From an optimization exercise on the open Yosys and OpenROAD flow, aimed at small area, a short achievable clock period and few clock cycles per item; shortcuts taken in it are not production practice. Function was checked by simulation only, so behaviour that the tests miss may differ from the original.

==> flow/design.v, too long to show whole: its modules and the start of the top module <==
// module fxp_mul: 1870 lines
// module taylor_cos: 77 lines
module taylor_cos
(
   input  logic         clock,
   input  logic         reset,
   input  logic         start,
   input  logic [W-1:0] angle_in,
   output logic         ready_out,
   output logic [W-1:0] cos_out
);
  // ...
==> flow/flow/run.sh <==
#!/bin/bash
set -euo pipefail
bash standard.sh SETUP_SLACK_MARGIN=5.75 finish > flow.log 2>&1
==> flow/standard.sh <==
#!/bin/bash
# synth_recipe.tcl (not shown) runs the flow's synth.tcl, then flattens the netlist and writes it again
# the make line also repeats each setting of config.mk as NAME=value (left out here)
make -C /OpenROAD-flow-scripts/flow DESIGN_CONFIG=/design/flow/config.mk WORK_HOME=/design/flow/orfs CLKGATE_MAP_FILE= SYNTH_SCRIPT=/design/flow/synth_recipe.tcl "${@:-finish}"
==> flow/config.mk <==
export PLATFORM = sky130hd
export DESIGN_NAME = taylor_cos
export DESIGN_NICKNAME = taylor_cos
export VERILOG_FILES = /design/flow/design.v
export SDC_FILE = /design/flow/constraint.sdc
export NUM_CORES = 4
export LEC_CHECK = 0
export ABC_AREA = 1
export CAP_MARGIN = 20
export CORE_MARGIN = 2
export CORE_UTILIZATION = 40
export SLEW_MARGIN = 20
==> flow/constraint.sdc <==
create_clock -name core_clock -period 12.0 [get_ports {clock}]
set_input_delay 2.4000 -clock core_clock [delete_from_list [all_inputs] [get_ports {clock}]]
set_output_delay 2.4000 -clock core_clock [all_outputs]
set_load 0.01 [all_outputs]
==> qor.json, run 1 <==
{
  "dpl.cell_count": {"value": 2850},
  "routed_via_density": {"value": 6.23},
  "timing.final.crit_share": {"value": 51.4, "unit": "%"},
  "util_after_layout": {"value": 49.5, "unit": "%"},
  "routed-wl-met2": {"value": 34800, "unit": "um"},
  "synth-xor-area-share": {"value": 15.2, "unit": "%"},
  "setup_total_negative_slack": {"value": 0, "unit": "ps"},
  "worst_hold_path_type": {"value": "reg -> reg"},
  "end_kind": {"value": "flop"},
  "grt_first_pass_wirelength": {"value": 117000, "unit": "um"},
  "die_area": {"value": 47700, "unit": "um2"},
  "gp_routability_congestion": {"value": 0.993},
  "postRouteWirelength": {"value": 81800, "unit": "um"},
  "n_sequential_cell": {"value": 57},
  "synth.mux.area_fraction": {"value": 0.0612, "unit": "%"},
  "run_status": {"value": "timing/DRC/antenna clean"},
  "io_buffers": {"value": 51},
  "cell_family_with_most_cp_delay": {"value": "adder cells"},
  "cp.buffers_inverters": {"value": 6},
  "most_frequent_standard_cell_in_the_layout_excluding_fill_and_tap_cells": {"value": "xor2_1"},
  "grt_overflow": {"value": 0},
  "synthAdderAreaFrac": {"value": 35.1, "unit": "%"},
  "yosysUniqueCellTypes": {"value": 60},
  "multi_input_combinational_area_share": {"value": 70.8, "unit": "%"}
}
Testbench counts, summed over its fixed seeds: cycles 3,072, items 512.
==> inputs of run 2 (changes only) <==
--- a/flow/design.v
+++ b/flow/design.v
@@ -1861,21 +1861,407 @@
    assign t882 = t884 ^ t746;
    assign t883 = (t621 & t744) | (t884 & t746);
    assign t887 = t623 ^ t747;
    assign t885 = t887 ^ t749;
    assign t886 = (t623 & t747) | (t887 & t749);
    assign t890 = t624 ^ t750;
    assign t888 = t890 ^ t752;
    assign t889 = (t624 & t750) | (t890 & t752);
-   logic [47:0] r0, r1, sum;
+   logic [47:0] r0, r1;
    assign r0 = {t886, t883, t880, t877, t874, t871, t868, t865, t862, t859, t856, t853, t850, t847, t844, t841, t838, t835, t832, t829, t826, t823, t820, t817, t814, t811, t808, t805, t802, t799, t796, t793, t790, t787, t784, t781, t778, t775, t772, t769, t766, t763, t760, t758, t756, neg1, pp0[1], pp0[0]};
    assign r1 = {t888, t885, t882, t879, t876, t873, t870, t867, t864, t861, t858, t855, t852, t849, t846, t843, t840, t837, t834, t831, t828, t825, t822, t819, t816, t813, t810, t807, t804, t801, t798, t795, t792, t789, t786, t783, t780, t777, t774, t771, t768, t765, t762, t759, t757, t755, 1'b0, neg0};
-   assign sum = r0 + r1;
-   assign p_c = sum[47:23];
+   logic [47:0] g0, p0;
+   assign g0 = r0 & r1;
+   assign p0 = r0 ^ r1;
+   logic g1_1, p1_1;
+   assign g1_1 = g0[1] | (p0[1] & g0[0]);
+   assign p1_1 = p0[1] & p0[0];
+   logic g1_3, p1_3;
+   assign g1_3 = g0[3] | (p0[3] & g0[2]);
+   assign p1_3 = p0[3] & p0[2];
+   logic g1_5, p1_5;
+   assign g1_5 = g0[5] | (p0[5] & g0[4]);
+   assign p1_5 = p0[5] & p0[4];
+   logic g1_7, p1_7;
+   assign g1_7 = g0[7] | (p0[7] & g0[6]);
+   assign p1_7 = p0[7] & p0[6];
+   logic g1_9, p1_9;
+   assign g1_9 = g0[9] | (p0[9] & g0[8]);
+   assign p1_9 = p0[9] & p0[8];
+   logic g1_11, p1_11;
+   assign g1_11 = g0[11] | (p0[11] & g0[10]);
+   assign p1_11 = p0[11] & p0[10];
+   logic g1_13, p1_13;
+   assign g1_13 = g0[13] | (p0[13] & g0[12]);
+   assign p1_13 = p0[13] & p0[12];
+   logic g1_15, p1_15;
+   assign g1_15 = g0[15] | (p0[15] & g0[14]);
+   assign p1_15 = p0[15] & p0[14];
+   logic g1_17, p1_17;
+   assign g1_17 = g0[17] | (p0[17] & g0[16]);
+   assign p1_17 = p0[17] & p0[16];
+   logic g1_19, p1_19;
+   assign g1_19 = g0[19] | (p0[19] & g0[18]);
+   assign p1_19 = p0[19] & p0[18];
+   logic g1_21, p1_21;
+   assign g1_21 = g0[21] | (p0[21] & g0[20]);
+   assign p1_21 = p0[21] & p0[20];
+   logic g1_23, p1_23;
+   assign g1_23 = g0[23] | (p0[23] & g0[22]);
+   assign p1_23 = p0[23] & p0[22];
+   logic g1_25, p1_25;
+   assign g1_25 = g0[25] | (p0[25] & g0[24]);
+   assign p1_25 = p0[25] & p0[24];
+   logic g1_27, p1_27;
+   assign g1_27 = g0[27] | (p0[27] & g0[26]);
+   assign p1_27 = p0[27] & p0[26];
+   logic g1_29, p1_29;
+   assign g1_29 = g0[29] | (p0[29] & g0[28]);
+   assign p1_29 = p0[29] & p0[28];
+   logic g1_31, p1_31;
+   assign g1_31 = g0[31] | (p0[31] & g0[30]);
+   assign p1_31 = p0[31] & p0[30];
+   logic g1_33, p1_33;
+   assign g1_33 = g0[33] | (p0[33] & g0[32]);
+   assign p1_33 = p0[33] & p0[32];
+   logic g1_35, p1_35;
+   assign g1_35 = g0[35] | (p0[35] & g0[34]);
+   assign p1_35 = p0[35] & p0[34];
+   logic g1_37, p1_37;
+   assign g1_37 = g0[37] | (p0[37] & g0[36]);
+   assign p1_37 = p0[37] & p0[36];
+   logic g1_39, p1_39;
+   assign g1_39 = g0[39] | (p0[39] & g0[38]);
+   assign p1_39 = p0[39] & p0[38];
+   logic g1_41, p1_41;
+   assign g1_41 = g0[41] | (p0[41] & g0[40]);
+   assign p1_41 = p0[41] & p0[40];
+   logic g1_43, p1_43;
+   assign g1_43 = g0[43] | (p0[43] & g0[42]);
+   assign p1_43 = p0[43] & p0[42];
+   logic g1_45, p1_45;
+   assign g1_45 = g0[45] | (p0[45] & g0[44]);
+   assign p1_45 = p0[45] & p0[44];
+   logic g1_47, p1_47;
+   assign g1_47 = g0[47] | (p0[47] & g0[46]);
+   assign p1_47 = p0[47] & p0[46];
+   logic g2_2, p2_2;
+   assign g2_2 = g0[2] | (p0[2] & g1_1);
+   assign p2_2 = p0[2] & p1_1;
+   logic g2_3, p2_3;
+   assign g2_3 = g1_3 | (p1_3 & g1_1);
+   assign p2_3 = p1_3 & p1_1;
+   logic g2_6, p2_6;
+   assign g2_6 = g0[6] | (p0[6] & g1_5);
+   assign p2_6 = p0[6] & p1_5;
+   logic g2_7, p2_7;
+   assign g2_7 = g1_7 | (p1_7 & g1_5);
+   assign p2_7 = p1_7 & p1_5;
+   logic g2_10, p2_10;
+   assign g2_10 = g0[10] | (p0[10] & g1_9);
+   assign p2_10 = p0[10] & p1_9;
+   logic g2_11, p2_11;
+   assign g2_11 = g1_11 | (p1_11 & g1_9);
+   assign p2_11 = p1_11 & p1_9;
+   logic g2_14, p2_14;
+   assign g2_14 = g0[14] | (p0[14] & g1_13);
+   assign p2_14 = p0[14] & p1_13;
+   logic g2_15, p2_15;
+   assign g2_15 = g1_15 | (p1_15 & g1_13);
+   assign p2_15 = p1_15 & p1_13;
+   logic g2_18, p2_18;
+   assign g2_18 = g0[18] | (p0[18] & g1_17);
+   assign p2_18 = p0[18] & p1_17;
+   logic g2_19, p2_19;
+   assign g2_19 = g1_19 | (p1_19 & g1_17);
+   assign p2_19 = p1_19 & p1_17;
+   logic g2_22, p2_22;
+   assign g2_22 = g0[22] | (p0[22] & g1_21);
+   assign p2_22 = p0[22] & p1_21;
+   logic g2_23, p2_23;
+   assign g2_23 = g1_23 | (p1_23 & g1_21);
+   assign p2_23 = p1_23 & p1_21;
+   logic g2_26, p2_26;
+   assign g2_26 = g0[26] | (p0[26] & g1_25);
+   assign p2_26 = p0[26] & p1_25;
+   logic g2_27, p2_27;
+   assign g2_27 = g1_27 | (p1_27 & g1_25);
+   assign p2_27 = p1_27 & p1_25;
+   logic g2_30, p2_30;
+   assign g2_30 = g0[30] | (p0[30] & g1_29);
+   assign p2_30 = p0[30] & p1_29;
+   logic g2_31, p2_31;
+   assign g2_31 = g1_31 | (p1_31 & g1_29);
+   assign p2_31 = p1_31 & p1_29;
+   logic g2_34, p2_34;
+   assign g2_34 = g0[34] | (p0[34] & g1_33);
+   assign p2_34 = p0[34] & p1_33;
+   logic g2_35, p2_35;
+   assign g2_35 = g1_35 | (p1_35 & g1_33);
+   assign p2_35 = p1_35 & p1_33;
+   logic g2_38, p2_38;
+   assign g2_38 = g0[38] | (p0[38] & g1_37);
+   assign p2_38 = p0[38] & p1_37;
+   logic g2_39, p2_39;
+   assign g2_39 = g1_39 | (p1_39 & g1_37);
+   assign p2_39 = p1_39 & p1_37;
+   logic g2_42, p2_42;
+   assign g2_42 = g0[42] | (p0[42] & g1_41);
+   assign p2_42 = p0[42] & p1_41;
+   logic g2_43, p2_43;
+   assign g2_43 = g1_43 | (p1_43 & g1_41);
+   assign p2_43 = p1_43 & p1_41;
+   logic g2_46, p2_46;
+   assign g2_46 = g0[46] | (p0[46] & g1_45);
+   assign p2_46 = p0[46] & p1_45;
+   logic g2_47, p2_47;
+   assign g2_47 = g1_47 | (p1_47 & g1_45);
+   assign p2_47 = p1_47 & p1_45;
+   logic g3_4, p3_4;
+   assign g3_4 = g0[4] | (p0[4] & g2_3);
+   assign p3_4 = p0[4] & p2_3;
+   logic g3_5, p3_5;
+   assign g3_5 = g1_5 | (p1_5 & g2_3);
+   assign p3_5 = p1_5 & p2_3;
+   logic g3_6, p3_6;
+   assign g3_6 = g2_6 | (p2_6 & g2_3);
+   assign p3_6 = p2_6 & p2_3;
+   logic g3_7, p3_7;
+   assign g3_7 = g2_7 | (p2_7 & g2_3);
+   assign p3_7 = p2_7 & p2_3;
+   logic g3_12, p3_12;
+   assign g3_12 = g0[12] | (p0[12] & g2_11);
+   assign p3_12 = p0[12] & p2_11;
+   logic g3_13, p3_13;
+   assign g3_13 = g1_13 | (p1_13 & g2_11);
+   assign p3_13 = p1_13 & p2_11;
+   logic g3_14, p3_14;
+   assign g3_14 = g2_14 | (p2_14 & g2_11);
+   assign p3_14 = p2_14 & p2_11;
+   logic g3_15, p3_15;
+   assign g3_15 = g2_15 | (p2_15 & g2_11);
+   assign p3_15 = p2_15 & p2_11;
+   logic g3_20, p3_20;
+   assign g3_20 = g0[20] | (p0[20] & g2_19);
+   assign p3_20 = p0[20] & p2_19;
+   logic g3_21, p3_21;
+   assign g3_21 = g1_21 | (p1_21 & g2_19);
+   assign p3_21 = p1_21 & p2_19;
+   logic g3_22, p3_22;
+   assign g3_22 = g2_22 | (p2_22 & g2_19);
+   assign p3_22 = p2_22 & p2_19;
+   logic g3_23, p3_23;
+   assign g3_23 = g2_23 | (p2_23 & g2_19);
+   assign p3_23 = p2_23 & p2_19;
+   logic g3_28, p3_28;
+   assign g3_28 = g0[28] | (p0[28] & g2_27);
+   assign p3_28 = p0[28] & p2_27;
+   logic g3_29, p3_29;
+   assign g3_29 = g1_29 | (p1_29 & g2_27);
+   assign p3_29 = p1_29 & p2_27;
+   logic g3_30, p3_30;
+   assign g3_30 = g2_30 | (p2_30 & g2_27);
+   assign p3_30 = p2_30 & p2_27;
+   logic g3_31, p3_31;
+   assign g3_31 = g2_31 | (p2_31 & g2_27);
+   assign p3_31 = p2_31 & p2_27;
+   logic g3_36, p3_36;
+   assign g3_36 = g0[36] | (p0[36] & g2_35);
+   assign p3_36 = p0[36] & p2_35;
+   logic g3_37, p3_37;
+   assign g3_37 = g1_37 | (p1_37 & g2_35);
+   assign p3_37 = p1_37 & p2_35;
+   logic g3_38, p3_38;
+   assign g3_38 = g2_38 | (p2_38 & g2_35);
+   assign p3_38 = p2_38 & p2_35;
+   logic g3_39, p3_39;
+   assign g3_39 = g2_39 | (p2_39 & g2_35);
+   assign p3_39 = p2_39 & p2_35;
+   logic g3_44, p3_44;
+   assign g3_44 = g0[44] | (p0[44] & g2_43);
+   assign p3_44 = p0[44] & p2_43;
+   logic g3_45, p3_45;
+   assign g3_45 = g1_45 | (p1_45 & g2_43);
+   assign p3_45 = p1_45 & p2_43;
+   logic g3_46, p3_46;
+   assign g3_46 = g2_46 | (p2_46 & g2_43);
+   assign p3_46 = p2_46 & p2_43;
+   logic g3_47, p3_47;
+   assign g3_47 = g2_47 | (p2_47 & g2_43);
+   assign p3_47 = p2_47 & p2_43;
+   logic g4_8, p4_8;
+   assign g4_8 = g0[8] | (p0[8] & g3_7);
+   assign p4_8 = p0[8] & p3_7;
+   logic g4_9, p4_9;
+   assign g4_9 = g1_9 | (p1_9 & g3_7);
+   assign p4_9 = p1_9 & p3_7;
+   logic g4_10, p4_10;
+   assign g4_10 = g2_10 | (p2_10 & g3_7);
+   assign p4_10 = p2_10 & p3_7;
+   logic g4_11, p4_11;
+   assign g4_11 = g2_11 | (p2_11 & g3_7);
+   assign p4_11 = p2_11 & p3_7;
+   logic g4_12, p4_12;
+   assign g4_12 = g3_12 | (p3_12 & g3_7);
+   assign p4_12 = p3_12 & p3_7;
+   logic g4_13, p4_13;
+   assign g4_13 = g3_13 | (p3_13 & g3_7);
+   assign p4_13 = p3_13 & p3_7;
+   logic g4_14, p4_14;
+   assign g4_14 = g3_14 | (p3_14 & g3_7);
+   assign p4_14 = p3_14 & p3_7;
+   logic g4_15, p4_15;
+   assign g4_15 = g3_15 | (p3_15 & g3_7);
+   assign p4_15 = p3_15 & p3_7;
+   logic g4_24, p4_24;
+   assign g4_24 = g0[24] | (p0[24] & g3_23);
+   assign p4_24 = p0[24] & p3_23;
+   logic g4_25, p4_25;
+   assign g4_25 = g1_25 | (p1_25 & g3_23);
+   assign p4_25 = p1_25 & p3_23;
+   logic g4_26, p4_26;
+   assign g4_26 = g2_26 | (p2_26 & g3_23);
+   assign p4_26 = p2_26 & p3_23;
+   logic g4_27, p4_27;
+   assign g4_27 = g2_27 | (p2_27 & g3_23);
+   assign p4_27 = p2_27 & p3_23;
+   logic g4_28, p4_28;
+   assign g4_28 = g3_28 | (p3_28 & g3_23);
+   assign p4_28 = p3_28 & p3_23;
+   logic g4_29, p4_29;
+   assign g4_29 = g3_29 | (p3_29 & g3_23);
+   assign p4_29 = p3_29 & p3_23;
+   logic g4_30, p4_30;
+   assign g4_30 = g3_30 | (p3_30 & g3_23);
+   assign p4_30 = p3_30 & p3_23;
+   logic g4_31, p4_31;
+   assign g4_31 = g3_31 | (p3_31 & g3_23);
+   assign p4_31 = p3_31 & p3_23;
+   logic g4_40, p4_40;
+   assign g4_40 = g0[40] | (p0[40] & g3_39);
+   assign p4_40 = p0[40] & p3_39;
+   logic g4_41, p4_41;
+   assign g4_41 = g1_41 | (p1_41 & g3_39);
+   assign p4_41 = p1_41 & p3_39;
+   logic g4_42, p4_42;
+   assign g4_42 = g2_42 | (p2_42 & g3_39);
+   assign p4_42 = p2_42 & p3_39;
+   logic g4_43, p4_43;
+   assign g4_43 = g2_43 | (p2_43 & g3_39);
+   assign p4_43 = p2_43 & p3_39;
+   logic g4_44, p4_44;
+   assign g4_44 = g3_44 | (p3_44 & g3_39);
+   assign p4_44 = p3_44 & p3_39;
+   logic g4_45, p4_45;
+   assign g4_45 = g3_45 | (p3_45 & g3_39);
+   assign p4_45 = p3_45 & p3_39;
+   logic g4_46, p4_46;
+   assign g4_46 = g3_46 | (p3_46 & g3_39);
+   assign p4_46 = p3_46 & p3_39;
+   logic g4_47, p4_47;
+   assign g4_47 = g3_47 | (p3_47 & g3_39);
+   assign p4_47 = p3_47 & p3_39;
+   logic g5_16, p5_16;
+   assign g5_16 = g0[16] | (p0[16] & g4_15);
+   assign p5_16 = p0[16] & p4_15;
+   logic g5_17, p5_17;
+   assign g5_17 = g1_17 | (p1_17 & g4_15);
+   assign p5_17 = p1_17 & p4_15;
+   logic g5_18, p5_18;
+   assign g5_18 = g2_18 | (p2_18 & g4_15);
+   assign p5_18 = p2_18 & p4_15;
+   logic g5_19, p5_19;
+   assign g5_19 = g2_19 | (p2_19 & g4_15);
+   assign p5_19 = p2_19 & p4_15;
+   logic g5_20, p5_20;
+   assign g5_20 = g3_20 | (p3_20 & g4_15);
+   assign p5_20 = p3_20 & p4_15;
+   logic g5_21, p5_21;
+   assign g5_21 = g3_21 | (p3_21 & g4_15);
+   assign p5_21 = p3_21 & p4_15;
+   logic g5_22, p5_22;
+   assign g5_22 = g3_22 | (p3_22 & g4_15);
+   assign p5_22 = p3_22 & p4_15;
+   logic g5_23, p5_23;
+   assign g5_23 = g3_23 | (p3_23 & g4_15);
+   assign p5_23 = p3_23 & p4_15;
+   logic g5_24, p5_24;
+   assign g5_24 = g4_24 | (p4_24 & g4_15);
+   assign p5_24 = p4_24 & p4_15;
+   logic g5_25, p5_25;
+   assign g5_25 = g4_25 | (p4_25 & g4_15);
+   assign p5_25 = p4_25 & p4_15;
+   logic g5_26, p5_26;
+   assign g5_26 = g4_26 | (p4_26 & g4_15);
+   assign p5_26 = p4_26 & p4_15;
+   logic g5_27, p5_27;
+   assign g5_27 = g4_27 | (p4_27 & g4_15);
+   assign p5_27 = p4_27 & p4_15;
+   logic g5_28, p5_28;
+   assign g5_28 = g4_28 | (p4_28 & g4_15);
+   assign p5_28 = p4_28 & p4_15;
+   logic g5_29, p5_29;
+   assign g5_29 = g4_29 | (p4_29 & g4_15);
+   assign p5_29 = p4_29 & p4_15;
+   logic g5_30, p5_30;
+   assign g5_30 = g4_30 | (p4_30 & g4_15);
+   assign p5_30 = p4_30 & p4_15;
+   logic g5_31, p5_31;
+   assign g5_31 = g4_31 | (p4_31 & g4_15);
+   assign p5_31 = p4_31 & p4_15;
+   logic g6_32, p6_32;
+   assign g6_32 = g0[32] | (p0[32] & g5_31);
+   assign p6_32 = p0[32] & p5_31;
+   logic g6_33, p6_33;
+   assign g6_33 = g1_33 | (p1_33 & g5_31);
+   assign p6_33 = p1_33 & p5_31;
+   logic g6_34, p6_34;
+   assign g6_34 = g2_34 | (p2_34 & g5_31);
+   assign p6_34 = p2_34 & p5_31;
+   logic g6_35, p6_35;
+   assign g6_35 = g2_35 | (p2_35 & g5_31);
+   assign p6_35 = p2_35 & p5_31;
+   logic g6_36, p6_36;
+   assign g6_36 = g3_36 | (p3_36 & g5_31);
+   assign p6_36 = p3_36 & p5_31;
+   logic g6_37, p6_37;
+   assign g6_37 = g3_37 | (p3_37 & g5_31);
+   assign p6_37 = p3_37 & p5_31;
+   logic g6_38, p6_38;
+   assign g6_38 = g3_38 | (p3_38 & g5_31);
+   assign p6_38 = p3_38 & p5_31;
+   logic g6_39, p6_39;
+   assign g6_39 = g3_39 | (p3_39 & g5_31);
+   assign p6_39 = p3_39 & p5_31;
+   logic g6_40, p6_40;
+   assign g6_40 = g4_40 | (p4_40 & g5_31);
+   assign p6_40 = p4_40 & p5_31;
+   logic g6_41, p6_41;
+   assign g6_41 = g4_41 | (p4_41 & g5_31);
+   assign p6_41 = p4_41 & p5_31;
+   logic g6_42, p6_42;
+   assign g6_42 = g4_42 | (p4_42 & g5_31);
+   assign p6_42 = p4_42 & p5_31;
+   logic g6_43, p6_43;
+   assign g6_43 = g4_43 | (p4_43 & g5_31);
+   assign p6_43 = p4_43 & p5_31;
+   logic g6_44, p6_44;
+   assign g6_44 = g4_44 | (p4_44 & g5_31);
+   assign p6_44 = p4_44 & p5_31;
+   logic g6_45, p6_45;
+   assign g6_45 = g4_45 | (p4_45 & g5_31);
+   assign p6_45 = p4_45 & p5_31;
+   logic g6_46, p6_46;
+   assign g6_46 = g4_46 | (p4_46 & g5_31);
+   assign p6_46 = p4_46 & p5_31;
+   logic g6_47, p6_47;
+   assign g6_47 = g4_47 | (p4_47 & g5_31);
+   assign p6_47 = p4_47 & p5_31;
+   assign p_c = {(p0[47] ^ g6_46), (p0[46] ^ g6_45), (p0[45] ^ g6_44), (p0[44] ^ g6_43), (p0[43] ^ g6_42), (p0[42] ^ g6_41), (p0[41] ^ g6_40), (p0[40] ^ g6_39), (p0[39] ^ g6_38), (p0[38] ^ g6_37), (p0[37] ^ g6_36), (p0[36] ^ g6_35), (p0[35] ^ g6_34), (p0[34] ^ g6_33), (p0[33] ^ g6_32), (p0[32] ^ g5_31), (p0[31] ^ g5_30), (p0[30] ^ g5_29), (p0[29] ^ g5_28), (p0[28] ^ g5_27), (p0[27] ^ g5_26), (p0[26] ^ g5_25), (p0[25] ^ g5_24), (p0[24] ^ g5_23), (p0[23] ^ g5_22)};
 endmodule
 import taylor_pkg::*;
 module taylor_cos
 (
    input  logic         clock,
    input  logic         reset,
    input  logic         start,
    input  logic [W-1:0] angle_in,
==> flow/flow/run.sh (replaced) <==
#!/bin/bash
set -euo pipefail
bash standard.sh SETUP_SLACK_MARGIN=5.5 finish > flow.log 2>&1
==> qor.json, run 2 <==
{
  "run_status": {"value": "timing/DRC/antenna clean", "change": "unchanged"},
  "initial_utilization": {"value": 40.4, "unit": "%", "change": "was 40.5%"},
  "regToRegSetupSlack": {"value": 5610, "unit": "ps", "change": "was 5830 ps"},
  "antenna-diode-count": {"value": 0, "change": "unchanged"},
  "cp_class": {"value": "reg -> reg", "change": "unchanged"},
  "gp_routability_congestion": {"value": 0.935, "change": "was 0.993"},
  "grt_pass1_vias": {"value": 16800, "change": "was 18400"},
  "end_kind": {"value": "flop", "change": "unchanged"},
  "timing.slew.headroom": {"value": 31.6, "unit": "%", "change": "was 29.3%"},
  "numClockSinks": {"value": 57, "change": "unchanged"},
  "clock-skew-final": {"value": 7.81, "unit": "ps", "change": "was 7.79 ps"},
  "detail-route-antenna-nets": {"value": 0, "change": "unchanged"},
  "yosysUniqueCellTypes": {"value": 52, "change": "was 60"},
  "die_area": {"value": 46000, "unit": "um2", "change": "was 47700 um2"},
  "post-synth-top-count-cell": {"value": "xor2_1", "change": "unchanged"},
  "crit_path_max_fanout": {"value": 5, "change": "was 13"},
  "cts_root_buffer": {"value": "clkbuf_16", "change": "unchanged"},
  "cp_slowest_stage_delay": {"value": 560, "unit": "ps", "change": "was 540 ps"},
  "maximum_number_of_pins_on_one_net_before_global_route_repair": {"value": 36, "change": "was 39"},
  "netlist_top_cells_count": {"value": "306 x xor2_1, 303 x inv_1, 289 x o22ai_1", "change": "was 312 x xor2_1, 311 x inv_1, 288 x o22ai_1"},
  "floorplan.io_pins": {"value": 52, "change": "unchanged"},
  "stdcell_area": {"value": 20900, "unit": "um2", "change": "was 22500 um2"},
  "global_route.usage.met2": {"value": 44.8, "unit": "%", "change": "was 50.4%"},
  "synth_area_in_simple_gates": {"value": 13.1, "unit": "%", "change": "was 13.4%"},
  "fillCellCount": {"value": 4212, "change": "was 4317"},
  "hold_viol_final": {"value": 0, "change": "unchanged"},
  "synth_top_area_share": {"value": 29.5, "unit": "%", "change": "was 28.3%"},
  "chipHeight": {"value": 215, "unit": "um", "change": "was 218 um"},
  "dominantRegCellSynth": {"value": "edfxtp_1", "change": "unchanged"},
  "most_frequent_standard_cell_in_the_layout_excluding_fill_and_tap_cells": {"value": "xor2_1", "change": "unchanged"},
  "drc": {"value": 0, "change": "unchanged"},
  "areaGrowthSynthToFinish": {"value": 17.7, "unit": "%", "change": "was 22.1%"},
  "ys_top_cells_by_area": {"value": "fa_1 29%, xor2_1 15%, o22ai_1 10%, edfxtp_1 8.0%, ha_1 7.1%", "change": "was fa_1 28%, xor2_1 15%, o22ai_1 9.8%, edfxtp_1 7.7%, ha_1 6.8%"},
  "most_used_cells_in_the_layout_excluding_fill_and_tap_cells": {"value": "301 x xor2_1, 290 x inv_1, 276 x o22ai_1", "change": "was 304 x xor2_1, 296 x inv_1, 261 x o22ai_1"},
  "max_capacitance_violation_count": {"value": 0, "change": "unchanged"},
  "top_usage_layer": {"value": "met2", "change": "unchanged"},
  "combinational_family_with_the_most_area_after_synthesis": {"value": "adder cells", "change": "unchanged"},
  "groute.layer.met1.usage": {"value": 35.8, "unit": "%", "change": "was 43.1%"},
  "synth_area_in_compound_gates": {"value": 14.6, "unit": "%", "change": "was 16.4%"},
  "postRouteWirelength": {"value": 67800, "unit": "um", "change": "was 81800 um"},
  "cpMaxStageDelayCell": {"value": "fa_2", "change": "unchanged"},
  "worst-slew-pin-transition": {"value": 1020, "unit": "ps", "change": "was 1050 ps"},
  "synth-xor-area-share": {"value": 15.4, "unit": "%", "change": "was 15.2%"},
  "period_needed": {"value": 6390, "unit": "ps", "change": "was 6170 ps"},
  "layout.nets": {"value": 2602, "change": "was 2768"},
  "cell_family_with_most_cp_delay": {"value": "adder cells", "change": "unchanged"},
  "gr-usage-all-layers": {"value": 28.6, "unit": "%", "change": "was 33.2%"},
  "die_width": {"value": 215, "unit": "um", "change": "was 218 um"},
  "first_pass_iters": {"value": 9, "change": "was 8"},
  "util_after_layout": {"value": 47.5, "unit": "%", "change": "was 49.5%"},
  "io_buffers": {"value": 51, "change": "unchanged"},
  "timing.final.crit_share": {"value": 53.2, "unit": "%", "change": "was 51.4%"},
  "timing.final.max_slew_violations": {"value": 0, "change": "unchanged"},
  "asyncSetResetFlopFracSynth": {"value": 10.5, "unit": "%", "change": "unchanged"},
  "wl_per_cell": {"value": 24.1, "unit": "um", "change": "was 27.4 um"},
  "synthAdderAreaFrac": {"value": 36.5, "unit": "%", "change": "was 35.1%"},
  "worst_hold_path_type": {"value": "reg -> reg", "change": "unchanged"},
  "netlist_area": {"value": 17700, "unit": "um2", "change": "was 18400 um2"},
  "setup_total_negative_slack": {"value": 0, "unit": "ps", "change": "unchanged"},
  "yosysWarningCount": {"value": 1, "change": "unchanged"},
  "netlist_instances": {"value": 2170, "change": "was 2314"},
  "layout_cells_sized_above_1": {"value": 15.1, "unit": "%", "change": "was 19.7%"},
  "routed_via_density": {"value": 5.99, "change": "was 6.23"},
  "register_area_share_after_synthesis": {"value": 9.26, "unit": "%", "change": "was 8.92%"},
  "synth.net_count": {"value": 2558, "change": "was 2701"},
  "synthDominantAreaCellType": {"value": "fa_1", "change": "unchanged"},
  "routed-via-count": {"value": 16900, "change": "was 18600"},
  "grt_overflow": {"value": 0, "change": "unchanged"},
  "clock_edge_transition_at_the_registers_on_the_reported_setup_and_hold_paths": {"value": 60, "unit": "ps", "change": "about the same"},
  "postCtsHoldBufs": {"value": 0, "change": "unchanged"},
  "setup_repair_after_global_routing_missed_its_margin": {"value": "yes", "change": "unchanged"},
  "cp.buffers_inverters": {"value": 8, "change": "was 6"},
  "antenna_violations_before_repair": {"value": 0, "change": "unchanged"},
  "max-clock-path-buffers": {"value": 2, "change": "unchanged"},
  "reg.largest.list": {"value": "a_q x25, b_q x25, step_q x5", "change": "unchanged"},
  "cp_data_arrival_time": {"value": 6570, "unit": "ps", "change": "was 6240 ps"},
  "clock_tree.htree_level_count": {"value": 3, "change": "unchanged"},
  "clock.fmax": {"value": 0.157, "unit": "GHz", "change": "was 0.162 GHz"},
  "cts_inserted_buffers": {"value": 9, "change": "unchanged"},
  "synth.mux.area_fraction": {"value": 0.127, "unit": "%", "change": "was 0.0612%"},
  "first_iter_violations": {"value": 2227, "change": "was 2264"},
  "detailed_place.area": {"value": 18700, "unit": "um2", "change": "was 19400 um2"},
  "placement_rows": {"value": 77, "change": "was 78"},
  "ys_ff_latch": {"value": 57, "change": "unchanged"},
  "cpMostUsedCell": {"value": "fa_1", "change": "unchanged"},
  "grt_first_pass_wirelength": {"value": 101000, "unit": "um", "change": "was 117000 um"},
  "setup_viol_count_final": {"value": 0, "change": "unchanged"},
  "syn-mean-instance-area": {"value": 8.17, "unit": "um2", "change": "was 7.95 um2"},
  "clk_latency_worst_skew_pair": {"value": 350, "unit": "ps", "change": "was 340 ps"},
  "synth_edf_count": {"value": 47, "change": "unchanged"},
  "clock_tree_from_tritoncts": {"value": "done", "change": "unchanged"},
  "data_required_critical_path": {"value": 12190, "unit": "ps", "change": "was 12080 ps"},
  "startpoint_type": {"value": "flop", "change": "unchanged"},
  "hpwlAfterDp": {"value": 45600, "unit": "um", "change": "was 52500 um"},
  "globalRouteMet3Util": {"value": 7.42, "unit": "%", "change": "was 7.75%"},
  "placeableCoreArea": {"value": 43900, "unit": "um2", "change": "was 45400 um2"}
}
[run 2: changes by cell type in the layout (fill, tap and decap cells not counted), moves of 16 or more]
cell,delta
ha_1,+16
nand2_1,-32
nand3_1,+25
a21oi_1,-17
[run 2: repair_timing]
action	CTS	global route
gates cloned	10	7
resized for setup	101	124
pin swaps	9	56
hold endpoints to repair	0	0
buffers inserted	25	53
setup endpoints to repair	50	48
[run 2: cell families (layout without fill, tap and decap cells)]
family,Yosys count,in the layout
AOI/OAI and AO/OA,431,431
xor gates and xnor gates,312,312
adders and majority gates,361,361
buffers and inverters,496,545
DFF,57,57
muxes,2,2
and+or+nand+nor,511,511
[run 2: path summary, 6_finish.rpt]
| path | start | to | depth (start not counted) |
|---|---|---|---|
| worst min-delay path | step_q[3] | step_q[4] | 0 |
| min in group asynchronous | reset | ready_q | 2 |
| worst min register to register | step_q[3] | step_q[4] | 0 |
| max in group asynchronous | reset | step_q[0] | 2 |
| worst max register to register | a_q[13] | a_q[9] | 26 |
| worst max-delay path | a_q[13] | a_q[9] | 26 |
[run 2: per-layer routing]
metal | up-vias | share of wire (%)
met2 | 1181 | 45
met4 | 0 | 6.6
met5 | - | 0
li1 | 7209 | -
met3 | 310 | 13
met1 | 8151 | 36
[run 2: area by class of cell]
cell class,instances,area [um2],area share (%)
clock buffers,10,250,1.20
clock inverters,6,68.8,0.330
inverters,335,1460,6.98
multi-input cells,1617,14700,70.3
flip-flops and latches,57,1640,7.87
well taps,592,741,3.55
repair buffers,185,1970,9.45
repair inverters,9,67.6,0.324
[run 2: through the flow]
stage	std cells	setup WS [ps]	hold slack (ps)
6_report	2811	5610	408
5_1_grt	2811	5450	418
4_1_cts	2751	5500	411
3_5_place_dp	2700	3710	392
3_3_place_gp	2700	3850	396
2_1_floorplan	2170	5500	370
Testbench counts of run 2, summed over its fixed seeds: cycles 3,072, items 512.
==> inputs of run 3 (changes only) <==
--- a/flow/config.mk
+++ b/flow/config.mk
@@ -11,2 +11,3 @@
 export CORE_UTILIZATION = 40
 export SLEW_MARGIN = 20
+export SYNTH_HIERARCHICAL = 1
==> qor.json, run 3 <==
{
  "cp_class": {"value": "reg -> reg", "change": "unchanged"},
  "postRouteWirelength": {"value": 66400, "unit": "um", "change": "was 67800 um"},
  "globalRouteMet3Util": {"value": 5.57, "unit": "%", "change": "was 7.42%"},
  "finalWorstSetupSlack": {"value": 5690, "unit": "ps", "change": "was 5610 ps"},
  "data_required_critical_path": {"value": 12160, "unit": "ps", "change": "was 12190 ps"},
  "most_frequent_standard_cell_in_the_layout_excluding_fill_and_tap_cells": {"value": "inv_1", "change": "was xor2_1"},
  "critical_path.reg2reg.startpoint": {"value": "b_q[2]", "change": "was a_q[13]"},
  "synth.net_count": {"value": 2762, "change": "was 2558"},
  "areaGrowthSynthToFinish": {"value": 9.97, "unit": "%", "change": "was 17.7%"},
  "hpwlAfterDp": {"value": 48800, "unit": "um", "change": "was 45600 um"},
  "routed_via_density": {"value": 5.75, "change": "was 5.99"},
  "multi_input_comb_area": {"value": 14800, "unit": "um2", "change": "was 14700 um2"},
  "register_area_share_after_synthesis": {"value": 8.91, "unit": "%", "change": "was 9.26%"},
  "worst_hold_path_type": {"value": "reg -> reg", "change": "unchanged"},
  "fillCellCount": {"value": 4601, "change": "was 4212"},
  "clock-skew-final": {"value": 6.84, "unit": "ps", "change": "was 7.81 ps"},
  "netlist_top_cells_count": {"value": "397 x inv_1, 336 x nand2_1, 300 x xor2_1", "change": "was 306 x xor2_1, 303 x inv_1, 289 x o22ai_1"},
  "ys_top_cells_by_area": {"value": "fa_1 28%, xor2_1 14%, o22ai_1 9.0%, inv_1 8.1%, edfxtp_1 7.7%", "change": "was fa_1 29%, xor2_1 15%, o22ai_1 10%, edfxtp_1 8.0%, ha_1 7.1%"},
  "maximum_number_of_pins_on_one_net_before_global_route_repair": {"value": 61, "change": "was 36"},
  "numClockSinks": {"value": 57, "change": "unchanged"},
  "clock.fmax": {"value": 0.158, "unit": "GHz", "change": "was 0.157 GHz"},
  "die_area": {"value": 47800, "unit": "um2", "change": "was 46000 um2"},
  "synthDominantAreaCellType": {"value": "fa_1", "change": "unchanged"},
  "ys_ff_latch": {"value": 57, "change": "unchanged"},
  "clock_tree.htree_level_count": {"value": 3, "change": "unchanged"},
  "netlist_area": {"value": 18400, "unit": "um2", "change": "was 17700 um2"},
  "seqCellArea": {"value": 1640, "unit": "um2", "change": "about the same"},
  "crit_path_max_fanout": {"value": 23, "change": "was 5"},
  "placement.setup.worst_slack": {"value": 4730, "unit": "ps", "change": "was 3710 ps"},
  "period_needed": {"value": 6310, "unit": "ps", "change": "was 6390 ps"},
  "layout_cells_sized_above_1": {"value": 8.73, "unit": "%", "change": "was 15.1%"},
  "post-synth-top-count-cell": {"value": "inv_1", "change": "was xor2_1"},
  "min_delay_path_depth": {"value": 0, "change": "unchanged"},
  "combinational_family_with_the_most_area_after_synthesis": {"value": "adder cells", "change": "unchanged"},
  "antenna-diode-count": {"value": 0, "change": "unchanged"},
  "antenna_violations_before_repair": {"value": 1, "change": "was 0"},
  "postCtsHoldBufs": {"value": 0, "change": "unchanged"},
  "dpl.cell_count": {"value": 2936, "change": "was 2700"},
  "synth_edf_count": {"value": 47, "change": "unchanged"},
  "gr-usage-all-layers": {"value": 28.0, "unit": "%", "change": "was 28.6%"},
  "setup_viol_count_final": {"value": 0, "change": "unchanged"},
  "gp_routability_congestion": {"value": 0.959, "change": "was 0.935"},
  "first_iter_violations": {"value": 1789, "change": "was 2227"},
  "max_capacitance_violation_count": {"value": 0, "change": "unchanged"},
  "synth-xor-area-share": {"value": 14.5, "unit": "%", "change": "was 15.4%"},
  "die_width": {"value": 219, "unit": "um", "change": "was 215 um"},
  "synth_area_in_compound_gates": {"value": 14.8, "unit": "%", "change": "was 14.6%"},
  "initial_utilization": {"value": 40.6, "unit": "%", "change": "was 40.4%"},
  "drc": {"value": 0, "change": "unchanged"},
  "chipHeight": {"value": 219, "unit": "um", "change": "was 215 um"},
  "synth_area_in_simple_gates": {"value": 15.0, "unit": "%", "change": "was 13.1%"},
  "floorplan.io_pins": {"value": 52, "change": "unchanged"},
  "clk_latency_worst_skew_pair": {"value": 330, "unit": "ps", "change": "was 350 ps"},
  "clock_edge_transition_at_the_registers_on_the_reported_setup_and_hold_paths": {"value": 50, "unit": "ps", "change": "was 60 ps"},
  "cts_inserted_buffers": {"value": 9, "change": "unchanged"},
  "cts_root_buffer": {"value": "clkbuf_16", "change": "unchanged"},
  "startpoint_type": {"value": "flop", "change": "unchanged"},
  "placeableCoreArea": {"value": 45400, "unit": "um2", "change": "was 43900 um2"},
  "worst-slew-pin-transition": {"value": 1060, "unit": "ps", "change": "was 1020 ps"},
  "syn-mean-instance-area": {"value": 7.72, "unit": "um2", "change": "was 8.17 um2"},
  "reg2reg_path_depth": {"value": 21, "change": "was 26"},
  "reg.largest.list": {"value": "a_q x25, b_q x25, step_q x5", "change": "unchanged"},
  "groute.layer.met1.usage": {"value": 36.8, "unit": "%", "change": "was 35.8%"},
  "end_kind": {"value": "flop", "change": "unchanged"},
  "routed-via-count": {"value": 17100, "change": "was 16900"},
  "asyncSetResetFlopFracSynth": {"value": 10.5, "unit": "%", "change": "unchanged"},
  "yosysUniqueCellTypes": {"value": 47, "change": "was 52"},
  "grt_first_pass_wirelength": {"value": 102000, "unit": "um", "change": "was 101000 um"},
  "placement_rows": {"value": 78, "change": "was 77"},
  "top_usage_layer": {"value": "met2", "change": "unchanged"},
  "timing.final.crit_share": {"value": 52.6, "unit": "%", "change": "was 53.2%"},
  "first_pass_iters": {"value": 6, "change": "was 9"},
  "post_layout_nonfiller_instances": {"value": 2983, "change": "was 2811"},
  "timing.critical_path.from": {"value": "b_q[2]", "change": "was a_q[13]"},
  "hold_viol_final": {"value": 0, "change": "unchanged"},
  "timing.final.max_slew_violations": {"value": 0, "change": "unchanged"},
  "detail-route-antenna-nets": {"value": 0, "change": "unchanged"},
  "synth_top_area_share": {"value": 28.4, "unit": "%", "change": "was 29.5%"},
  "io_buffers": {"value": 51, "change": "unchanged"},
  "grt_overflow": {"value": 0, "change": "unchanged"},
  "yosysWarningCount": {"value": 7, "change": "was 1"},
  "wl_per_cell": {"value": 22.3, "unit": "um", "change": "was 24.1 um"},
  "netlist_instances": {"value": 2385, "change": "was 2170"},
  "clock_tree_from_tritoncts": {"value": "done", "change": "unchanged"},
  "layout.nets": {"value": 2755, "change": "was 2602"},
  "hold_start": {"value": "step_q[3]", "change": "unchanged"},
  "synthAdderAreaFrac": {"value": 34.4, "unit": "%", "change": "was 36.5%"},
  "setup_total_negative_slack": {"value": 0, "unit": "ps", "change": "unchanged"},
  "run_status": {"value": "timing/DRC/antenna clean", "change": "unchanged"},
  "max-clock-path-buffers": {"value": 2, "change": "unchanged"},
  "dominantRegCellSynth": {"value": "edfxtp_1", "change": "unchanged"},
  "most_used_cells_in_the_layout_excluding_fill_and_tap_cells": {"value": "390 x inv_1, 329 x nand2_1, 299 x xor2_1", "change": "was 301 x xor2_1, 290 x inv_1, 276 x o22ai_1"},
  "global_route.usage.met2": {"value": 45.1, "unit": "%", "change": "was 44.8%"},
  "grt_pass1_vias": {"value": 17200, "change": "was 16800"},
  "cp_data_arrival_time": {"value": 6480, "unit": "ps", "change": "was 6570 ps"},
  "timing.slew.headroom": {"value": 29.1, "unit": "%", "change": "was 31.6%"},
  "synth.mux.area_fraction": {"value": 0.163, "unit": "%", "change": "was 0.127%"},
  "setup_repair_after_global_routing_missed_its_margin": {"value": "yes", "change": "unchanged"}
}
[run 3: cell count changes after synthesis, sizes merged, moves of 7 or more]
cell	before	now
o22ai	289	265
nor2	121	172
ha	100	89
o31ai	1	18
nand2	234	349
inv	327	419
buf	47	87
o211ai	3	10
a21o	0	7
nor3	19	9
nand3	103	92
clkbuf	114	62
a21oi	48	68
[run 3: kinds of logic after synthesis]
logic type / after synthesis
compound gates: 452
simple gates: 643
xor+xnor: 306
mux: 3
buf+inv: 574
fa+ha+maj: 350
flops: 57
[run 3: per-module statistics from Yosys, one instance, submodules excluded]
module	copies in the design	cells	cell area, um2
fxp_mul	1	1773	14200
taylor_cos	1	612	4270
[run 3: final timing paths]
check	slack, ps	endpoint
max	5690	a_q[10]
min	410	step_q[4]
max reg2reg	5690	a_q[10]
min reg2reg	410	step_q[4]
max in group asynchronous	9530	step_q[2]
min in group asynchronous	2280	step_q[3]
[run 3: metrics by stage]
stage	instance area, um2	utilization (%)	hold WS [ps]
floorplan	18400	-	349
global placement	19500	42.9	387
detailed placement	19500	42.9	393
CTS	20000	44.1	408
global route	20300	44.6	437
finish	20300	44.6	409
[run 3: final cells by class]
cell class / count / area share (%)
Timing Repair inverter: 4 / 0.148
Inverter: 425 / 8.15
Clock buffer: 11 / 1.15
Clock inverter: 5 / 0.229
Sequential cell: 57 / 8.10
Timing Repair Buffer: 127 / 5.68
Tap cell: 600 / 3.71
Multi-Input combinational cell: 1754 / 72.8
[run 3: routing by layer]
| layer | wire length, um | up-vias |
|---|---|---|
| li1 | - | 7644 |
| met1 | 26800 | 8313 |
| met2 | 30200 | 984 |
| met3 | 6330 | 197 |
| met4 | 3090 | 0 |
| met5 | 0 | - |
[run 3: critical path: stages, from the launching register on]
cell      delay [ps]
edfxtp_1         470
inv_1            780
o22ai_1          230
xor2_1           220
fa_1             480
fa_1             500
fa_1             430
fa_1             490
fa_1             490
inv_1             50
ha_1             380
nand2_2          120
nor2_4           180
nand2_1          100
nor2_1           110
nand2_1           90
nand2_4          100
inv_1             50
fa_1             370
xnor2_1          180
inv_1             80
o31ai_1          220
[run 3: repair_timing]
item / in CTS / in global routing
resized for setup: 33 / 42
pin swaps: 1 / 8
setup buffers: 18 / 9
cloned: 3 / 1
endpoints found under the setup margin: 48 / 32
==> inputs of run 4 (changes only) <==
==> flow/flow/run.sh (replaced) <==
#!/bin/bash
set -euo pipefail
bash standard.sh SETUP_SLACK_MARGIN=5.8 finish > flow.log 2>&1
==> qor.json, run 4 <==
{
  "max-clock-path-buffers": {"value": 2, "change": "unchanged"},
  "clock_edge_transition_at_the_registers_on_the_reported_setup_and_hold_paths": {"value": 50, "unit": "ps", "change": "about the same"},
  "max_capacitance_violation_count": {"value": 0, "change": "unchanged"},
  "timing.final.max_slew_violations": {"value": 0, "change": "unchanged"},
  "routed-via-count": {"value": 17400, "change": "was 17100"},
  "maximum_number_of_pins_on_one_net_before_global_route_repair": {"value": 61, "change": "unchanged"},
  "layout_cells_sized_above_1": {"value": 15.1, "unit": "%", "change": "was 8.73%"},
  "cp_class": {"value": "reg -> reg", "change": "unchanged"},
  "period_needed": {"value": 6120, "unit": "ps", "change": "was 6310 ps"},
  "gp_routability_congestion": {"value": 0.959, "change": "unchanged"},
  "synth_top_area_share": {"value": 28.4, "unit": "%", "change": "unchanged"},
  "first_iter_violations": {"value": 1849, "change": "was 1789"},
  "worst-slew-pin-transition": {"value": 1080, "unit": "ps", "change": "was 1060 ps"},
  "cp_data_arrival_time": {"value": 6170, "unit": "ps", "change": "was 6480 ps"},
  "netlist_top_cells_count": {"value": "397 x inv_1, 336 x nand2_1, 300 x xor2_1", "change": "unchanged"},
  "grt_pass1_vias": {"value": 17300, "change": "was 17200"},
  "cts_inserted_buffers": {"value": 9, "change": "unchanged"},
  "syn-mean-instance-area": {"value": 7.72, "unit": "um2", "change": "unchanged"},
  "netlist_instances": {"value": 2385, "change": "unchanged"},
  "clk_latency_worst_skew_pair": {"value": 330, "unit": "ps", "change": "about the same"},
  "antenna-diode-count": {"value": 0, "change": "unchanged"},
  "setup_total_negative_slack": {"value": 0, "unit": "ps", "change": "unchanged"},
  "cp.buffers_inverters": {"value": 5, "change": "was 4"},
  "placeableCoreArea": {"value": 45400, "unit": "um2", "change": "unchanged"},
  "finalWorstSetupSlack": {"value": 5880, "unit": "ps", "change": "was 5690 ps"},
  "detail-route-antenna-nets": {"value": 0, "change": "unchanged"},
  "register_area_share_after_synthesis": {"value": 8.91, "unit": "%", "change": "unchanged"},
  "hpwlAfterDp": {"value": 48800, "unit": "um", "change": "unchanged"},
  "timing.slew.headroom": {"value": 27.9, "unit": "%", "change": "was 29.1%"},
  "worst_hold_path_type": {"value": "reg -> reg", "change": "unchanged"},
  "setup_repair_after_global_routing_missed_its_margin": {"value": "yes", "change": "unchanged"},
  "cp_slowest_stage_delay": {"value": 570, "unit": "ps", "change": "was 780 ps"},
  "areaGrowthSynthToFinish": {"value": 16.0, "unit": "%", "change": "was 9.97%"},
  "clock_tree.htree_level_count": {"value": 3, "change": "unchanged"},
  "asyncSetResetFlopFracSynth": {"value": 10.5, "unit": "%", "change": "unchanged"},
  "floorplan.io_pins": {"value": 52, "change": "unchanged"},
  "grt_first_pass_wirelength": {"value": 103000, "unit": "um", "change": "was 102000 um"},
  "dominantRegCellSynth": {"value": "edfxtp_1", "change": "unchanged"},
  "detailed_place.area": {"value": 19500, "unit": "um2", "change": "unchanged"},
  "cpMaxStageDelayCell": {"value": "edfxtp_1", "change": "was inv_1"},
  "hold_viol_final": {"value": 0, "change": "unchanged"},
  "startpoint_type": {"value": "flop", "change": "unchanged"},
  "synthDominantAreaCellType": {"value": "fa_1", "change": "unchanged"},
  "synth.net_count": {"value": 2762, "change": "unchanged"},
  "crit_path_max_fanout": {"value": 12, "change": "was 23"},
  "post-synth-top-count-cell": {"value": "inv_1", "change": "unchanged"},
  "first_pass_iters": {"value": 9, "change": "was 6"},
  "cpMostUsedCell": {"value": "fa_1", "change": "unchanged"},
  "clock.fmax": {"value": 0.163, "unit": "GHz", "change": "was 0.158 GHz"},
  "cts_root_buffer": {"value": "clkbuf_16", "change": "unchanged"},
  "data_required_critical_path": {"value": 12060, "unit": "ps", "change": "was 12160 ps"},
  "die_area": {"value": 47800, "unit": "um2", "change": "unchanged"},
  "io_buffers": {"value": 51, "change": "unchanged"},
  "drc": {"value": 0, "change": "unchanged"},
  "placement_rows": {"value": 78, "change": "unchanged"},
  "netlist_area": {"value": 18400, "unit": "um2", "change": "unchanged"},
  "numClockSinks": {"value": 57, "change": "unchanged"},
  "yosysWarningCount": {"value": 7, "change": "unchanged"},
  "most_frequent_standard_cell_in_the_layout_excluding_fill_and_tap_cells": {"value": "inv_1", "change": "unchanged"},
  "critical_path.cell_chain": {"value": "clkinvlp_4 -> o22ai_1 -> xor2_1 -> fa_1 -> fa_1 -> fa_1 -> fa_1 -> fa_1 -> inv_1 -> ha_4 -> nand2_1 -> nor2_4 -> nand2_4 -> nand3_4 -> a21oi_4 -> nand2_4 -> inv_1 -> fa_2 -> inv_1 -> inv_1 -> o21ai_0", "change": "was inv_1 -> o22ai_1 -> xor2_1 -> fa_1 -> fa_1 -> fa_1 -> fa_1 -> fa_1 -> inv_1 -> ha_1 -> nand2_2 -> nor2_4 -> nand2_1 -> nor2_1 -> nand2_1 -> nand2_4 -> inv_1 -> fa_1 -> xnor2_1 -> inv_1 -> o31ai_1"},
  "postRouteWirelength": {"value": 68800, "unit": "um", "change": "was 66400 um"},
  "clock-skew-final": {"value": 8.38, "unit": "ps", "change": "was 6.84 ps"},
  "synth_edf_count": {"value": 47, "change": "unchanged"},
  "yosysUniqueCellTypes": {"value": 47, "change": "unchanged"},
  "reg.largest.list": {"value": "a_q x25, b_q x25, step_q x5", "change": "unchanged"},
  "chipHeight": {"value": 219, "unit": "um", "change": "unchanged"},
  "stdcell_area": {"value": 21400, "unit": "um2", "change": "was 20300 um2"},
  "routed_via_density": {"value": 5.73, "change": "was 5.75"},
  "die_width": {"value": 219, "unit": "um", "change": "unchanged"},
  "end_kind": {"value": "flop", "change": "unchanged"},
  "ys_top_cells_by_area": {"value": "fa_1 28%, xor2_1 14%, o22ai_1 9.0%, inv_1 8.1%, edfxtp_1 7.7%", "change": "unchanged"},
  "most_used_cells_in_the_layout_excluding_fill_and_tap_cells": {"value": "385 x inv_1, 320 x nand2_1, 291 x xor2_1", "change": "was 390 x inv_1, 329 x nand2_1, 299 x xor2_1"},
  "setup_viol_count_final": {"value": 0, "change": "unchanged"},
  "wl_per_cell": {"value": 22.6, "unit": "um", "change": "was 22.3 um"},
  "gr-usage-all-layers": {"value": 28.3, "unit": "%", "change": "was 28.0%"},
  "antenna_violations_before_repair": {"value": 1, "change": "unchanged"},
  "ys_ff_latch": {"value": 57, "change": "unchanged"},
  "initial_utilization": {"value": 40.6, "unit": "%", "change": "unchanged"},
  "placement.setup.worst_slack": {"value": 4730, "unit": "ps", "change": "unchanged"},
  "clock_tree_from_tritoncts": {"value": "done", "change": "unchanged"},
  "timing.final.crit_share": {"value": 51.0, "unit": "%", "change": "was 52.6%"},
  "cell_family_with_most_cp_delay": {"value": "adder cells", "change": "unchanged"},
  "fillCellCount": {"value": 4491, "change": "was 4601"},
  "run_status": {"value": "timing/DRC/antenna clean", "change": "unchanged"},
  "grt_overflow": {"value": 0, "change": "unchanged"},
  "layout.nets": {"value": 2810, "change": "was 2755"}
}
-- run 4: path summary, 6_finish.rpt --
check                           startpoint         to  slack [ps]  depth (start not counted)
worst max-delay path                b_q[8]     b_q[9]        5880                         21
worst min-delay path             step_q[2]  step_q[3]         420                          0
worst max register to register      b_q[8]     b_q[9]        5880                         21
worst min register to register   step_q[2]  step_q[3]         420                          0
max in group asynchronous            reset  step_q[2]        9520                          2
min in group asynchronous            reset  step_q[3]        2280                          2
-- run 4: cells by family after synthesis --
logic type                 Yosys count  share of synthesized area (%)
muxes                                3                          0.163
buffers and inverters              574                           12.1
and+or+nand+nor                    643                           15.0
adders and majority gates          350                           34.4
AOI/OAI and AO/OA                  452                           14.8
DFF                                 57                           8.91
xor gates and xnor gates           306                           14.5
-- run 4: metal layers --
metal / GRT usage [%] / share of wire, %
met3: 5.75 / 9.4
met5: 0 / 0
met4: 12.3 / 4.8
met1: 37.0 / 40
met2: 45.2 / 46
-- run 4: area by class of cell --
cell class	instances	area [um2]	area share [%]
Multi-Input combinational cell	1755	15400	71.9
Inverter	425	1680	7.84
Sequential cell	57	1640	7.68
Timing Repair Buffer	178	1620	7.57
Tap cell	600	751	3.51
Clock buffer	11	233	1.09
Clock inverter	5	46.3	0.217
Timing Repair inverter	7	46.3	0.217
-- run 4: Yosys stat by module, one instance, submodules excluded --
| module | area, um2 | flops+latches | copies in the design |
|---|---|---|---|
| taylor_cos | 4270 | 57 | 1 |
| fxp_mul | 14200 | 0 | 1 |
-- run 4: worst register-to-register path: cells and delay by family, from the launching register on --
kind / cells / cell delay, ps
adder cells (fa/ha/maj): 7 / 3240
XOR/XNOR: 1 / 220
AO/OA/AOI/OAI: 3 / 510
AND/OR/NAND/NOR: 5 / 580
flip-flops: 1 / 570
buffers and inverters: 5 / 730
-- run 4: per-stage QoR --
stage	utilization, %	cells	hold WS [ps]
6_report	47.1	3038	417
5_1_grt	47.1	3038	440
4_1_cts	44.6	2982	408
3_5_place_dp	42.9	2936	393
3_3_place_gp	42.9	2936	387
2_1_floorplan	-	2385	349
-- run 4: timing repair --
action	CTS	global route
setup buffers	26	49
setup endpoints to repair	50	44
gates resized for setup	66	154
hold buffers	0	0
gates cloned	4	7
pin swaps	12	57
==> inputs of run 5 (changes only) <==
==> flow/flow/run.sh (replaced) <==
#!/bin/bash
set -euo pipefail
bash standard.sh SETUP_SLACK_MARGIN=6.1 finish > flow.log 2>&1
==> qor.json, run 5 <==
{
  "synth_edf_count": {"value": 47, "change": "unchanged"},
  "clock.fmax": {"value": 0.166, "unit": "GHz", "change": "was 0.163 GHz"},
  "wl_per_cell": {"value": 24.9, "unit": "um", "change": "was 22.6 um"},
  "synth.net_count": {"value": 2762, "change": "unchanged"},
  "hpwlAfterDp": {"value": 49000, "unit": "um", "change": "was 48800 um"},
  "antenna-diode-count": {"value": 0, "change": "unchanged"},
  "cp_class": {"value": "reg -> reg", "change": "unchanged"},
  "clock_tree_from_tritoncts": {"value": "done", "change": "unchanged"},
  "cell_family_with_most_cp_delay": {"value": "adder cells", "change": "unchanged"},
  "ys_top_cells_by_area": {"value": "fa_1 28%, xor2_1 14%, o22ai_1 9.0%, inv_1 8.1%, edfxtp_1 7.7%", "change": "unchanged"},
  "areaGrowthSynthToFinish": {"value": 28.8, "unit": "%", "change": "was 16.0%"},
  "critical_path.reg2reg.startpoint": {"value": "b_q[10]", "change": "was b_q[8]"},
  "grt_overflow": {"value": 0, "change": "unchanged"},
  "syn-mean-instance-area": {"value": 7.72, "unit": "um2", "change": "unchanged"},
  "layout_cells_sized_above_1": {"value": 24.6, "unit": "%", "change": "was 15.1%"},
  "antenna_violations_before_repair": {"value": 0, "change": "was 1"},
  "drc": {"value": 0, "change": "unchanged"},
  "register_area_share_after_synthesis": {"value": 8.91, "unit": "%", "change": "unchanged"},
  "hold_viol_final": {"value": 0, "change": "unchanged"},
  "clock-skew-final": {"value": 10.4, "unit": "ps", "change": "was 8.38 ps"},
  "min_delay_path_depth": {"value": 0, "change": "unchanged"},
  "clk_latency_worst_skew_pair": {"value": 330, "unit": "ps", "change": "about the same"},
  "worst-path-stages": {"value": 22, "change": "was 21"},
  "most_frequent_standard_cell_in_the_layout_excluding_fill_and_tap_cells": {"value": "inv_1", "change": "unchanged"},
  "grt_first_pass_wirelength": {"value": 115000, "unit": "um", "change": "was 103000 um"},
  "setup_repair_after_global_routing_missed_its_margin": {"value": "yes", "change": "unchanged"},
  "most_used_cells_in_the_layout_excluding_fill_and_tap_cells": {"value": "361 x inv_1, 306 x nand2_1, 273 x xor2_1", "change": "was 385 x inv_1, 320 x nand2_1, 291 x xor2_1"},
  "postCtsHoldBufs": {"value": 0, "change": "unchanged"},
  "netlist_instances": {"value": 2385, "change": "unchanged"},
  "gp_routability_congestion": {"value": 0.994, "change": "was 0.959"},
  "worst-slew-pin-transition": {"value": 882, "unit": "ps", "change": "was 1080 ps"},
  "chipHeight": {"value": 219, "unit": "um", "change": "unchanged"},
  "cp.buffers_inverters": {"value": 5, "change": "unchanged"},
  "routed_via_density": {"value": 5.97, "change": "was 5.73"},
  "cpMostUsedCell": {"value": "fa_1", "change": "unchanged"},
  "yosysUniqueCellTypes": {"value": 47, "change": "unchanged"},
  "critical_path.cell_chain": {"value": "clkinvlp_4 -> buf_4 -> o22ai_1 -> xor2_1 -> fa_1 -> fa_2 -> fa_1 -> fa_1 -> fa_1 -> inv_2 -> ha_4 -> nand2_4 -> nor2_4 -> nand2_2 -> nor2_2 -> nand2_2 -> nand2_4 -> inv_2 -> fa_2 -> xnor2_2 -> inv_1 -> o21ai_0", "change": "was clkinvlp_4 -> o22ai_1 -> xor2_1 -> fa_1 -> fa_1 -> fa_1 -> fa_1 -> fa_1 -> inv_1 -> ha_4 -> nand2_1 -> nor2_4 -> nand2_4 -> nand3_4 -> a21oi_4 -> nand2_4 -> inv_1 -> fa_2 -> inv_1 -> inv_1 -> o21ai_0"},
  "netlist_top_cells_count": {"value": "397 x inv_1, 336 x nand2_1, 300 x xor2_1", "change": "unchanged"},
  "grt_pass1_vias": {"value": 18700, "change": "was 17300"},
  "hold_start": {"value": "step_q[2]", "change": "unchanged"},
  "startpoint_type": {"value": "flop", "change": "unchanged"},
  "first_pass_iters": {"value": 7, "change": "was 9"},
  "run_status": {"value": "timing/DRC/antenna clean", "change": "unchanged"},
  "maximum_number_of_pins_on_one_net_before_global_route_repair": {"value": 37, "change": "was 61"},
  "r2r_end": {"value": "b_q[10]", "change": "was b_q[9]"},
  "max_capacitance_violation_count": {"value": 0, "change": "unchanged"},
  "reg2reg_path_depth": {"value": 22, "change": "was 21"},
  "dominantRegCellSynth": {"value": "edfxtp_1", "change": "unchanged"},
  "clock_tree.htree_level_count": {"value": 3, "change": "unchanged"},
  "cpMaxStageDelayCell": {"value": "edfxtp_1", "change": "unchanged"},
  "die_width": {"value": 219, "unit": "um", "change": "unchanged"},
  "data_required_critical_path": {"value": 12020, "unit": "ps", "change": "was 12060 ps"},
  "timing.final.crit_share": {"value": 50.3, "unit": "%", "change": "was 51.0%"},
  "yosysWarningCount": {"value": 7, "change": "unchanged"},
  "post_layout_nonfiller_instances": {"value": 3129, "change": "was 3038"},
  "holdPathEnd": {"value": "step_q[3]", "change": "unchanged"},
  "placement_rows": {"value": 78, "change": "unchanged"},
  "period_needed": {"value": 6030, "unit": "ps", "change": "was 6120 ps"},
  "cts_inserted_buffers": {"value": 9, "change": "unchanged"},
  "numClockSinks": {"value": 57, "change": "unchanged"},
  "layout.nets": {"value": 2901, "change": "was 2810"},
  "setup_viol_count_final": {"value": 0, "change": "unchanged"},
  "io_buffers": {"value": 51, "change": "unchanged"}
}
[run 5: cell counts after synthesis]
No cell type changed its count.
[run 5: cells by family after synthesis]
group | Yosys count | synth area share (%)
multiplexers | 3 | 0.163
XOR/XNOR | 306 | 14.5
AO/OA/AOI/OAI | 452 | 14.8
adder cells (fa/ha/maj) | 350 | 34.4
buffers and inverters | 574 | 12.1
AND/OR/NAND/NOR | 643 | 15.0
flip-flops | 57 | 8.91
[run 5: area by class of cell]
| class | instances | area, um2 |
|---|---|---|
| Sequential cell | 57 | 1640 |
| Fill cell | 4201 | 21700 |
| Multi-Input combinational cell | 1758 | 16300 |
| Inverter | 425 | 1730 |
| Clock buffer | 9 | 225 |
| Clock inverter | 7 | 85.1 |
| Timing Repair inverter | 16 | 113 |
| Timing Repair Buffer | 257 | 2830 |
| Tap cell | 600 | 751 |
[run 5: Yosys stat by module, one instance, submodules excluded]
module	flops+latches	area, um2
taylor_cos	57	4270
fxp_mul	0	14200
[run 5: metrics by stage]
step / hold slack [ps] / setup slack (ps) / util, % / cell area, um2
floorplan: 349 / 6100 / - / 18500
global placement: 395 / 4790 / 42.9 / 19500
detailed placement: 384 / 4870 / 43.0 / 19500
CTS: 424 / 6100 / 49.2 / 22300
global route: 435 / 5850 / 52.3 / 23700
finish: 425 / 5970 / 52.3 / 23700
[run 5: routing by layer]
| metal | track usage (%) | part of all wire [%] | vias to the layer above |
|---|---|---|---|
| met5 | 0 | 0 | - |
| met4 | 16.2 | 7.1 | 0 |
| met3 | 9.97 | 13 | 380 |
| met2 | 49.3 | 43 | 1285 |
| met1 | 40.4 | 36 | 9079 |
| li1 | - | - | 7945 |
[run 5: worst max-delay path by stage]
stage,startpoint,endpoint,slack [ps]
floorplan,a_q[3],a_q[10],6100
global placement,a_q[5],a_q[10],4790
detailed placement,a_q[13],a_q[10],4870
CTS,a_q[1],b_q[9],6100
global route,a_q[3],a_q[10],5850
finish,b_q[10],b_q[10],5970
[run 5: repair_timing]
| item | 4_1_cts | 5_1_grt |
|---|---|---|
| endpoints found under the hold margin | 0 | 0 |
| setup buffers | 107 | 42 |
| pin swaps | 59 | 111 |
| endpoints found under the setup margin | 50 | 49 |
| gates cloned | 29 | 2 |
| resized for setup | 270 | 222 |

what the ideal ports hide:
The results above use ideal ports. As a check the final layouts listed here were re-extracted and re-timed, cells and wires unchanged.
Step 1 (the two cells are an assumption about what drives the block):
set clk [get_ports {clock}]
set_driving_cell -lib_cell sky130_fd_sc_hd__clkbuf_16 $clk
set_driving_cell -lib_cell sky130_fd_sc_hd__buf_2 [delete_from_list [all_inputs] $clk]
Step 2, shift: input delay + t, output delay - t, t = (earliest + latest rising clock arrival at the registers) / 2. This alone moves slack from input paths to output paths.
a / b / c = no drivers / after step 1 / after step 2; a / b = the first two.
run | t (ns) | setup slack, ns | latest minus earliest clock arrival (ns) | slew at the worst register clock pin (ns)
run 1 | 0.370 | 5.835 / 5.835 / 5.835 | 0.008 / 0.008 | 0.06 / 0.06
run 2 | 0.395 | 5.615 / 5.615 / 5.615 | 0.008 / 0.008 | 0.06 / 0.06
run 3 | 0.363 | 5.686 / 5.686 / 5.686 | 0.007 / 0.007 | 0.05 / 0.05
run 4 | 0.361 | 5.883 / 5.883 / 5.883 | 0.008 / 0.008 | 0.05 / 0.05
run 5 | 0.358 | 5.969 / 5.969 / 5.969 | 0.010 / 0.010 | 0.06 / 0.06
After both steps every run listed still meets setup and hold.
